Source: an optimization exercise on an open RTL-to-GDS flow (aim: small area). Production flows keep margins and buffers that such runs may drop.
In this exercise RTL edits were held to simulation tests only and were not proved equivalent to the original.
The flow treats the clock pin as an ideal source, which a real chip does not have.

==> job 6031 <==
## game_top
module game_top (
    input  logic              clk25M,
    input  logic              reset,
    input  logic              frame_tick,
    input  logic              btn_left,
    input  logic              btn_right,
    input  logic              btn_fire,
    input  logic [3:0]        speed,
    input  logic              scan_en,
    input  logic [9:0]        scan_h,
    input  logic [9:0]        scan_v,
    output logic              busy,
    output logic              pixel_en,
    output logic [11:0]       pixel_color
);
    logic        b1, b2, b3, b4;
    logic [9:0]  fx;
    logic [5:0]  yq;
    logic [15:0] alive;
    logic        dir_r;
    logic [8:0]  cp;
    logic        la;
    logic [8:0]  lp;
    logic [6:0]  lm;
    gt_seq u_seq (.clk25M(clk25M), .reset(reset), .frame_tick(frame_tick),
                  .busy(busy), .b1(b1), .b2(b2), .b3(b3), .b4(b4));
    logic [9:0] hq, hs;
    logic       hc;
    logic [6:0] vq, vs;
    logic       vc;
    logic [8:0] cq, cs;
    logic       cc;
    logic [7:0] ls;
    wire go_left  = btn_left && (cp != 9'd0);
    wire go_right = btn_right && (cp < 9'd312);
    gt_hq u_hq (.b1(b1), .b2(b2), .dir_r(dir_r), .speed(speed), .lp(lp), .scan_h(scan_h), .hq(hq), .hc(hc));
  ...
==> module gt_dec, before the edit <==
module gt_dec (
    input  logic [9:0]  hs,
    input  logic [6:0]  vs,
    input  logic        ext,
    input  logic [15:0] alive,
    output logic        inv_hit,
    output logic [1:0]  row,
    output logic [1:0]  col,
    output logic [15:0] box       
);
    logic [9:0] dh;
    logic [6:0] dv;
    logic       in_col, in_row;
    assign dh = ~hs;
    assign dv = ~vs;
    assign in_col = (dh[9:7] == 3'd0) && !dh[4];
    assign col    = dh[6:5];
    always_comb begin
        in_row = 1'b1;
        case (dv)
            7'd0, 7'd1:   row = 2'd0;
            7'd6, 7'd7:   row = 2'd1;
            7'd12, 7'd13: row = 2'd2;
            7'd18, 7'd19: row = 2'd3;
            7'd127: begin row = 2'd0; in_row = ext; end
            7'd5:   begin row = 2'd1; in_row = ext; end
            7'd11:  begin row = 2'd2; in_row = ext; end
            7'd17:  begin row = 2'd3; in_row = ext; end
            default: begin row = 2'd0; in_row = 1'b0; end
        endcase
    end
    assign inv_hit = in_col && in_row && alive[{row, col}];
    always_comb
        for (int i = 0; i < 16; i++)
            box[i] = in_col && in_row && (row == 2'(i / 4)) && (col == 2'(i % 4));
endmodule
==> module game_top, before the edit <==
module game_top (
    input  logic              clk25M,
    input  logic              reset,
    input  logic              frame_tick,
    input  logic              btn_left,
    input  logic              btn_right,
    input  logic              btn_fire,
    input  logic [3:0]        speed,
    input  logic              scan_en,
    input  logic [9:0]        scan_h,
    input  logic [9:0]        scan_v,
    output logic              busy,
    output logic              pixel_en,
    output logic [11:0]       pixel_color
);
    logic        b1, b2, b3, b4;
    logic [9:0]  fx;
    logic [5:0]  yq;
    logic [15:0] alive;
    logic        dir_r;
    logic [8:0]  cp;
    logic        la;
    logic [8:0]  lp;
    logic [6:0]  lm;
    gt_seq u_seq (.clk25M(clk25M), .reset(reset), .frame_tick(frame_tick),
                  .busy(busy), .b1(b1), .b2(b2), .b3(b3), .b4(b4));
    logic [9:0] hq, hs;
    logic       hc;
    logic [6:0] vq, vs;
    logic       vc;
    logic [8:0] cq, cs;
    logic       cc;
    logic [7:0] ls;
    wire go_left  = btn_left && (cp != 9'd0);
    wire go_right = btn_right && (cp < 9'd312);
    gt_hq u_hq (.b1(b1), .b2(b2), .dir_r(dir_r), .speed(speed), .lp(lp), .scan_h(scan_h), .hq(hq), .hc(hc));
    gt_add #(10) u_ha (.a(fx), .b(hq), .ci(hc), .s(hs));
    gt_vq u_vq (.b1(b1), .b2(b2), .lm(lm), .scan_v(scan_v), .vq(vq), .vc(vc));
    gt_add #(7) u_va (.a({1'b0, yq}), .b(vq), .ci(vc), .s(vs));
    gt_cq u_cq (.b3(b3), .b4(b4), .go_left(go_left), .scan_h(scan_h), .cq(cq), .cc(cc));
    gt_add #(9) u_ca (.a(cp), .b(cq), .ci(cc), .s(cs));
    gt_add #(8) u_la (.a({1'b0, lm}), .b(b3 ? 8'hff : ~scan_v[9:2]), .ci(1'b0), .s(ls));
    logic       inv_hit, wall, floor_hit;
    logic [1:0] row, col;
    logic [15:0] box;
    gt_dec u_dec (.hs(hs), .vs(vs), .ext(b2 && lm[0]), .alive(alive),
                  .inv_hit(inv_hit), .row(row), .col(col), .box(box));
    gt_wall u_wall (.alive(alive), .dir_r(dir_r), .hs(hs), .yq(yq),
                    .wall(wall), .floor_hit(floor_hit));
    wire hit     = b2 && la && inv_hit;
    logic hit_q;
    wire la_left = la && !hit_q;
    always_ff @(posedge clk25M) begin
        if (b2) hit_q <= hit;
    end
    always_ff @(posedge clk25M) begin
        if (reset) begin
            fx    <= 10'd32;
            yq    <= 6'd4;
            dir_r <= 1'b1;
            cp    <= 9'd156;
            la    <= 1'b0;
        end else begin
            if (b1) begin
                if (wall) begin
                    dir_r <= !dir_r;
                    if (!floor_hit) yq <= vs[5:0];
                end else begin
                    fx <= hs;
                end
            end
            if (b3) la <= la_left ? !ls[7] : btn_fire;
            if (b4 && (go_left || go_right)) cp <= cs;
        end
    end
    always_ff @(posedge clk25M) begin
        for (int i = 0; i < 16; i++)
            alive[i] <= reset || (alive[i] && !(b2 && la && box[i]));
    end
    always_ff @(posedge clk25M) begin
        if (b3) begin
            lm <= la_left ? ls[6:0] : 7'd108;
            if (!la_left) lp <= cs;
        end
    end
    localparam logic [2:0] NONE = 3'b001;
    logic [2:0] cls, px_q1, px_q2;
    gt_pix u_pix (.scan_h(scan_h), .scan_v(scan_v), .cs(cs), .ls(ls), .lp(lp), .la(la),
                  .inv_hit(inv_hit), .row(row), .cls(cls));
    always_ff @(posedge clk25M) begin
        px_q1 <= (reset || !scan_en) ? NONE : cls;
        px_q2 <= reset ? NONE : px_q1;
    end
    assign pixel_en = (px_q2 != NONE);
    assign pixel_color = {{4{px_q2[2]}},
                          px_q2[1] | (px_q2[2] & !px_q2[0]),
                          {3{px_q2[1]}},
                          {4{px_q2[0]}}};
endmodule
clock: 6.0 ns
lec_check: 0
abc_area: 1
cap_margin: 0
core_margin: 2
core_utilization: 70
place_density: 0.9
slew_margin: 0
standard.sh (not shown) runs the stock make flow with config.mk's settings and CLKGATE_MAP_FILE= SYNTH_SCRIPT=/design/flow/synth_recipe.tcl, a recipe that flattens the netlist after the stock synthesis.
==> flow/flow/run.sh <==
#!/bin/bash
# The standard layout with these changes: an area-oriented ABC script for
# the combinational logic (registers are mapped before ABC, so they are the
# standard synthesis's), the smallest buffer on the ports, and a two-level
# clock tree built by flow/clocktree.tcl in place of CTS's.
set -euo pipefail
rm -rf scripts_abc
cp -r "$FLOW_HOME/scripts" scripts_abc
cp flow/abc_area.script scripts_abc/abc_area.script
bash standard.sh \
  "SCRIPTS_DIR=$PWD/scripts_abc" \
  "BUFFER_PORTS_ARGS=-buffer_cell sky130_fd_sc_hd__buf_1" \
  "PRE_CTS_TCL=$PWD/flow/clocktree.tcl" \
  "CTS_ARGS=-clk_nets clk25M -repair_clock_nets" \
  finish > standard.log 2>&1
==> flow/flow/abc_area.script <==
&get -n
&st
&syn2
&dch -f
&nf -R 1000
&put
strash
&get -n
&st
&dch -f
&nf -R 1000
&put
topo
stime -c
buffer -c
upsize -c
dnsize -c
==> flow/flow/clocktree.tcl <==
# Clock tree built by hand before CTS (run as PRE_CTS_TCL): a root
# buffer feeding one leaf buffer per quadrant of the registers.
set block [ord::get_db_block]
set db [ord::get_db]
set clknet [$block findNet clk25M]
set nleaf 4
set leafm [$db findMaster sky130_fd_sc_hd__clkbuf_8]
set rootm [$db findMaster sky130_fd_sc_hd__clkbuf_8]
set sinks {}
foreach it [$clknet getITerms] {
  set loc [[$it getInst] getLocation]
  lappend sinks [list $it [lindex $loc 0] [lindex $loc 1]]
}
# split by x median then y median into nleaf groups (2 or 4)
set byx [lsort -integer -index 1 $sinks]
set h [expr {[llength $byx] / 2}]
set halves [list [lrange $byx 0 [expr {$h-1}]] [lrange $byx $h end]]
set groups {}
foreach g $halves {
  if {$nleaf == 4} {
    set byy [lsort -integer -index 2 $g]
    set hh [expr {[llength $byy] / 2}]
    lappend groups [lrange $byy 0 [expr {$hh-1}]] [lrange $byy $hh end]
  } else { lappend groups $g }
}
set rootnet [odb::dbNet_create $block clk_root]
$rootnet setSigType CLOCK
set root [odb::dbInst_create $block $rootm clkbuf_root]
[$root findITerm A] connect $clknet
[$root findITerm X] connect $rootnet
set i 0; set rx 0; set ry 0
foreach g $groups {
  set net [odb::dbNet_create $block clk_leaf_$i]
  $net setSigType CLOCK
  set b [odb::dbInst_create $block $leafm clkbuf_leaf_$i]
  [$b findITerm A] connect $rootnet
  [$b findITerm X] connect $net
  set sx 0; set sy 0
  foreach s $g { set it [lindex $s 0]; $it disconnect; $it connect $net; set sx [expr {$sx+[lindex $s 1]}]; set sy [expr {$sy+[lindex $s 2]}] }
  set cx [expr {$sx/[llength $g]}]; set cy [expr {$sy/[llength $g]}]
  $b setLocation $cx $cy; $b setPlacementStatus PLACED
  set rx [expr {$rx+$cx}]; set ry [expr {$ry+$cy}]
  incr i
}
$root setLocation [expr {$rx/$i}] [expr {$ry/$i}]; $root setPlacementStatus PLACED
puts "clock tree: root + $i leaves"
set_propagated_clock [all_clocks]
==> job 6600 (differences from job 6031) <==
--- a/flow/design.v
+++ b/flow/design.v
@@ -15,23 +15,21 @@
 module gt_seq (
     input  logic clk25M,
     input  logic reset,
     input  logic frame_tick,
     output logic busy,
     output logic b1,
     output logic b2,
-    output logic b3,
-    output logic b4
+    output logic b3
 );
     logic [5:0] seq;
     assign busy = (seq != 6'b100010);
     assign b1 = (seq[3:0] == 4'b0000);
     assign b2 = !seq[5] && !seq[4] && !seq[2] && !seq[1];
     assign b3 = !seq[5] && !seq[3] && !seq[2] && !seq[0];
-    assign b4 = !seq[5] && !seq[4] && !seq[3] && seq[2] && seq[0];
     always_ff @(posedge clk25M) begin
         if (reset)     seq <= 6'b100010;
         else if (busy) seq <= {seq[4:0], seq[5] ^ seq[4] ^ seq[2] ^ seq[1]};
         else           seq <= {4'b1000, !frame_tick, 1'b0};
     end
 endmodule
 module gt_hq (
@@ -72,24 +70,24 @@
         end else begin
             vq = ~scan_v[9:3];
             vc = 1'b0;
         end
     end
 endmodule
 module gt_cq (
-    input  logic       b3, b4, go_left,
+    input  logic       b2, b3, go_left,
     input  logic [9:0] scan_h,
     output logic [8:0] cq,
     output logic       cc
 );
     always_comb begin
-        if (b3) begin
+        if (b2) begin
             cq = 9'd4;
             cc = 1'b0;
-        end else if (b4) begin
+        end else if (b3) begin
             cq = {9{go_left}};
             cc = !go_left;
         end else begin
             cq = ~scan_h[9:1];
             cc = 1'b0;
         end
     end
@@ -97,16 +95,15 @@
 module gt_dec (
     input  logic [9:0]  hs,
     input  logic [6:0]  vs,
     input  logic        ext,
     input  logic [15:0] alive,
     output logic        inv_hit,
     output logic [1:0]  row,
-    output logic [1:0]  col,
-    output logic [15:0] box       
+    output logic [1:0]  col
 );
     logic [9:0] dh;
     logic [6:0] dv;
     logic       in_col, in_row;
     assign dh = ~hs;
     assign dv = ~vs;
     assign in_col = (dh[9:7] == 3'd0) && !dh[4];
@@ -122,17 +119,14 @@
             7'd5:   begin row = 2'd1; in_row = ext; end
             7'd11:  begin row = 2'd2; in_row = ext; end
             7'd17:  begin row = 2'd3; in_row = ext; end
             default: begin row = 2'd0; in_row = 1'b0; end
         endcase
     end
     assign inv_hit = in_col && in_row && alive[{row, col}];
-    always_comb
-        for (int i = 0; i < 16; i++)
-            box[i] = in_col && in_row && (row == 2'(i / 4)) && (col == 2'(i % 4));
 endmodule
 module gt_wall (
     input  logic [15:0] alive,
     input  logic        dir_r,
     input  logic [9:0]  hs,
     input  logic [5:0]  yq,
     output logic        wall,
@@ -196,54 +190,49 @@
     input  logic              scan_en,
     input  logic [9:0]        scan_h,
     input  logic [9:0]        scan_v,
     output logic              busy,
     output logic              pixel_en,
     output logic [11:0]       pixel_color
 );
-    logic        b1, b2, b3, b4;
+    logic        b1, b2, b3;
     logic [9:0]  fx;
     logic [5:0]  yq;
     logic [15:0] alive;
     logic        dir_r;
     logic [8:0]  cp;
     logic        la;
     logic [8:0]  lp;
     logic [6:0]  lm;
     gt_seq u_seq (.clk25M(clk25M), .reset(reset), .frame_tick(frame_tick),
-                  .busy(busy), .b1(b1), .b2(b2), .b3(b3), .b4(b4));
+                  .busy(busy), .b1(b1), .b2(b2), .b3(b3));
     logic [9:0] hq, hs;
     logic       hc;
     logic [6:0] vq, vs;
     logic       vc;
     logic [8:0] cq, cs;
     logic       cc;
     logic [7:0] ls;
     wire go_left  = btn_left && (cp != 9'd0);
     wire go_right = btn_right && (cp < 9'd312);
     gt_hq u_hq (.b1(b1), .b2(b2), .dir_r(dir_r), .speed(speed), .lp(lp), .scan_h(scan_h), .hq(hq), .hc(hc));
     gt_add #(10) u_ha (.a(fx), .b(hq), .ci(hc), .s(hs));
     gt_vq u_vq (.b1(b1), .b2(b2), .lm(lm), .scan_v(scan_v), .vq(vq), .vc(vc));
     gt_add #(7) u_va (.a({1'b0, yq}), .b(vq), .ci(vc), .s(vs));
-    gt_cq u_cq (.b3(b3), .b4(b4), .go_left(go_left), .scan_h(scan_h), .cq(cq), .cc(cc));
+    gt_cq u_cq (.b2(b2), .b3(b3), .go_left(go_left), .scan_h(scan_h), .cq(cq), .cc(cc));
     gt_add #(9) u_ca (.a(cp), .b(cq), .ci(cc), .s(cs));
-    gt_add #(8) u_la (.a({1'b0, lm}), .b(b3 ? 8'hff : ~scan_v[9:2]), .ci(1'b0), .s(ls));
+    gt_add #(8) u_la (.a({1'b0, lm}), .b(b2 ? 8'hff : ~scan_v[9:2]), .ci(1'b0), .s(ls));
     logic       inv_hit, wall, floor_hit;
     logic [1:0] row, col;
-    logic [15:0] box;
     gt_dec u_dec (.hs(hs), .vs(vs), .ext(b2 && lm[0]), .alive(alive),
-                  .inv_hit(inv_hit), .row(row), .col(col), .box(box));
+                  .inv_hit(inv_hit), .row(row), .col(col));
     gt_wall u_wall (.alive(alive), .dir_r(dir_r), .hs(hs), .yq(yq),
                     .wall(wall), .floor_hit(floor_hit));
     wire hit     = b2 && la && inv_hit;
-    logic hit_q;
-    wire la_left = la && !hit_q;
-    always_ff @(posedge clk25M) begin
-        if (b2) hit_q <= hit;
-    end
+    wire la_left = la && !hit;
     always_ff @(posedge clk25M) begin
         if (reset) begin
             fx    <= 10'd32;
             yq    <= 6'd4;
             dir_r <= 1'b1;
             cp    <= 9'd156;
             la    <= 1'b0;
@@ -252,35 +241,39 @@
                 if (wall) begin
                     dir_r <= !dir_r;
                     if (!floor_hit) yq <= vs[5:0];
                 end else begin
                     fx <= hs;
                 end
             end
-            if (b3) la <= la_left ? !ls[7] : btn_fire;
-            if (b4 && (go_left || go_right)) cp <= cs;
+            if (b2) la <= la_left ? !ls[7] : btn_fire;
+            if (b3 && (go_left || go_right)) cp <= cs;
         end
     end
     always_ff @(posedge clk25M) begin
         for (int i = 0; i < 16; i++)
-            alive[i] <= reset || (alive[i] && !(b2 && la && box[i]));
-    end
-    always_ff @(posedge clk25M) begin
-        if (b3) begin
+            alive[i] <= reset || (alive[i] && !(hit && {row, col} == 4'(i)));
+    end
+    always_ff @(posedge clk25M) begin
+        if (b2) begin
             lm <= la_left ? ls[6:0] : 7'd108;
             if (!la_left) lp <= cs;
         end
     end
-    localparam logic [2:0] NONE = 3'b001;
-    logic [2:0] cls, px_q1, px_q2;
+    logic [2:0] cls, cls_q1, cls_q2;
+    logic [1:0] en_q;
     gt_pix u_pix (.scan_h(scan_h), .scan_v(scan_v), .cs(cs), .ls(ls), .lp(lp), .la(la),
                   .inv_hit(inv_hit), .row(row), .cls(cls));
     always_ff @(posedge clk25M) begin
-        px_q1 <= (reset || !scan_en) ? NONE : cls;
-        px_q2 <= reset ? NONE : px_q1;
-    end
-    assign pixel_en = (px_q2 != NONE);
-    assign pixel_color = {{4{px_q2[2]}},
-                          px_q2[1] | (px_q2[2] & !px_q2[0]),
-                          {3{px_q2[1]}},
-                          {4{px_q2[0]}}};
-endmodule
+        cls_q1 <= cls;
+        cls_q2 <= cls_q1;
+    end
+    always_ff @(posedge clk25M) begin
+        if (reset) en_q <= 2'b00;
+        else       en_q <= {en_q[0], scan_en};
+    end
+    assign pixel_en = en_q[1];
+    assign pixel_color = {{4{cls_q2[2]}},
+                          cls_q2[1] | (cls_q2[2] & !cls_q2[0]),
+                          {3{cls_q2[1]}},
+                          {4{cls_q2[0]}}};
+endmodule
==> flow/run.sh (new file) <==
#!/bin/bash
# synth_recipe.tcl (not shown) runs the flow's synth.tcl, then flattens the netlist and writes it again
# the make line also repeats each setting of config.mk as NAME=value (left out here)
make -C /OpenROAD-flow-scripts/flow DESIGN_CONFIG=/design/flow/config.mk WORK_HOME=/design/flow/orfs CLKGATE_MAP_FILE= SYNTH_SCRIPT=/design/flow/synth_recipe.tcl finish
==> flow/config.mk (replaced) <==
export PLATFORM = sky130hd
export DESIGN_NAME = game_top
export DESIGN_NICKNAME = game_top
export VERILOG_FILES = /design/flow/design.v
export SDC_FILE = /design/flow/constraint.sdc
export NUM_CORES = 4
export LEC_CHECK = 0
export ABC_AREA = 1
export CAP_MARGIN = 20
export CORE_MARGIN = 2
export CORE_UTILIZATION = 40
export GPL_TIMING_DRIVEN = 0
export SLEW_MARGIN = 20
removed: flow/flow/run.sh
removed: flow/flow/abc_area.script
removed: flow/flow/clocktree.tcl
removed: flow/standard.sh
==> job 3008 (differences from job 6031) <==
--- a/flow/design.v
+++ b/flow/design.v
@@ -97,16 +97,15 @@
 module gt_dec (
     input  logic [9:0]  hs,
     input  logic [6:0]  vs,
     input  logic        ext,
     input  logic [15:0] alive,
     output logic        inv_hit,
     output logic [1:0]  row,
-    output logic [1:0]  col,
-    output logic [15:0] box       
+    output logic [1:0]  col
 );
     logic [9:0] dh;
     logic [6:0] dv;
     logic       in_col, in_row;
     assign dh = ~hs;
     assign dv = ~vs;
     assign in_col = (dh[9:7] == 3'd0) && !dh[4];
@@ -122,17 +121,14 @@
             7'd5:   begin row = 2'd1; in_row = ext; end
             7'd11:  begin row = 2'd2; in_row = ext; end
             7'd17:  begin row = 2'd3; in_row = ext; end
             default: begin row = 2'd0; in_row = 1'b0; end
         endcase
     end
     assign inv_hit = in_col && in_row && alive[{row, col}];
-    always_comb
-        for (int i = 0; i < 16; i++)
-            box[i] = in_col && in_row && (row == 2'(i / 4)) && (col == 2'(i % 4));
 endmodule
 module gt_wall (
     input  logic [15:0] alive,
     input  logic        dir_r,
     input  logic [9:0]  hs,
     input  logic [5:0]  yq,
     output logic        wall,
@@ -225,17 +221,16 @@
     gt_vq u_vq (.b1(b1), .b2(b2), .lm(lm), .scan_v(scan_v), .vq(vq), .vc(vc));
     gt_add #(7) u_va (.a({1'b0, yq}), .b(vq), .ci(vc), .s(vs));
     gt_cq u_cq (.b3(b3), .b4(b4), .go_left(go_left), .scan_h(scan_h), .cq(cq), .cc(cc));
     gt_add #(9) u_ca (.a(cp), .b(cq), .ci(cc), .s(cs));
     gt_add #(8) u_la (.a({1'b0, lm}), .b(b3 ? 8'hff : ~scan_v[9:2]), .ci(1'b0), .s(ls));
     logic       inv_hit, wall, floor_hit;
     logic [1:0] row, col;
-    logic [15:0] box;
     gt_dec u_dec (.hs(hs), .vs(vs), .ext(b2 && lm[0]), .alive(alive),
-                  .inv_hit(inv_hit), .row(row), .col(col), .box(box));
+                  .inv_hit(inv_hit), .row(row), .col(col));
     gt_wall u_wall (.alive(alive), .dir_r(dir_r), .hs(hs), .yq(yq),
                     .wall(wall), .floor_hit(floor_hit));
     wire hit     = b2 && la && inv_hit;
     logic hit_q;
     wire la_left = la && !hit_q;
     always_ff @(posedge clk25M) begin
         if (b2) hit_q <= hit;
@@ -258,15 +253,15 @@
             end
             if (b3) la <= la_left ? !ls[7] : btn_fire;
             if (b4 && (go_left || go_right)) cp <= cs;
         end
     end
     always_ff @(posedge clk25M) begin
         for (int i = 0; i < 16; i++)
-            alive[i] <= reset || (alive[i] && !(b2 && la && box[i]));
+            alive[i] <= reset || (alive[i] && !(hit && {row, col} == 4'(i)));
     end
     always_ff @(posedge clk25M) begin
         if (b3) begin
             lm <= la_left ? ls[6:0] : 7'd108;
             if (!la_left) lp <= cs;
         end
     end
==> flow/config.mk (replaced) <==
export PLATFORM = sky130hd
export DESIGN_NAME = game_top
export DESIGN_NICKNAME = game_top
export VERILOG_FILES = /design/flow/design.v
export SDC_FILE = /design/flow/constraint.sdc
export NUM_CORES = 4
export LEC_CHECK = 0
export ABC_AREA = 1
export CAP_MARGIN = 20
export CORE_MARGIN = 2
export CORE_UTILIZATION = 65
export SLEW_MARGIN = 20
==> results by group <==
Synth
  • Yosys top cell area share: 24.5%
  • Post-Synthesis Cells: 595
  • Synth Area in XOR/XNOR: 2.23%

Status
  • Status: timing/DRC/antenna clean

STA
  • Fmax: 0.172 GHz

Worst setup path
  • Worst path slowest cell: fa_2
  • Crit path depth: 22

GRT
  • First-pass GRT wire length: 19500 µm
  • M3 GR Usage: 3.86%
That was job 6600.
==> results by group <==
STA
  • Fmax: 0.176 GHz

GRT
  • M3 GR Usage: 1.33%
  • First-pass GRT wire length: 16400 µm

Clock tree
  • Hold_buf cts: 0

Synth
  • Synth Area in XOR/XNOR: 3.71%
  • Post-Synthesis Cells: 507

Status
  • Status: timing/DRC/antenna clean

Worst setup path
  • Critical path launch point: speed[0]
  • Crit path depth: 21
That was job 3008.
==> results by group <==
STA
  • Fmax: 0.174 GHz

GRT
  • M3 GR Usage: 2.26%
  • First-pass GRT wire length: 17100 µm

Status
  • Status: timing/DRC/antenna clean

Worst setup path
  • Worst path slowest cell: fa_1

Cells and area
  • Inverters: 41

Min path
  • Hold Path End: px_q2[0]

Synth
  • Post-Synthesis Cells: 506
  • Synth Area in XOR/XNOR: 3.31%
  • Yosys top cell area share: 24.5%
That was job 6031.

port drivers added, routing unchanged:
How much do the figures lean on ideal ports? The routed layouts below were timed once more, with nothing changed but the port constraints. Step 1: set_driving_cell puts a clkbuf_16 on clk25M and a buf_2 on each other input, an assumption about the parent block. Step 2, shift: input delay + t, output delay - t, t = (earliest + latest rising clock arrival at the registers) / 2. This alone moves slack from input paths to output paths. Slacks: no drivers / after step 1 / after step 2; pairs: no drivers / after step 1.
| run | t, ns | slack for setup (ns) | worst hold slack (ns) | clock arrival spread, ns |
|---|---|---|---|---|
| job 6031 | 0.365 | 0.261 / 0.261 / -0.037 | 0.430 / 0.430 / 0.430 | 0.010 / 0.010 |
| job 6600 | 0.374 | 0.197 / 0.212 / -0.162 | 0.326 / 0.326 / 0.326 | 0.011 / 0.011 |
| job 3008 | 0.367 | 0.318 / 0.324 / -0.043 | 0.421 / 0.421 / 0.421 | 0.006 / 0.005 |
With both steps, setup timing fails in every run listed, where it was met with ideal ports. The setup slack of job 3008, which loses most, moves by +0.006 ns with the drivers and by -0.361 ns with both steps.
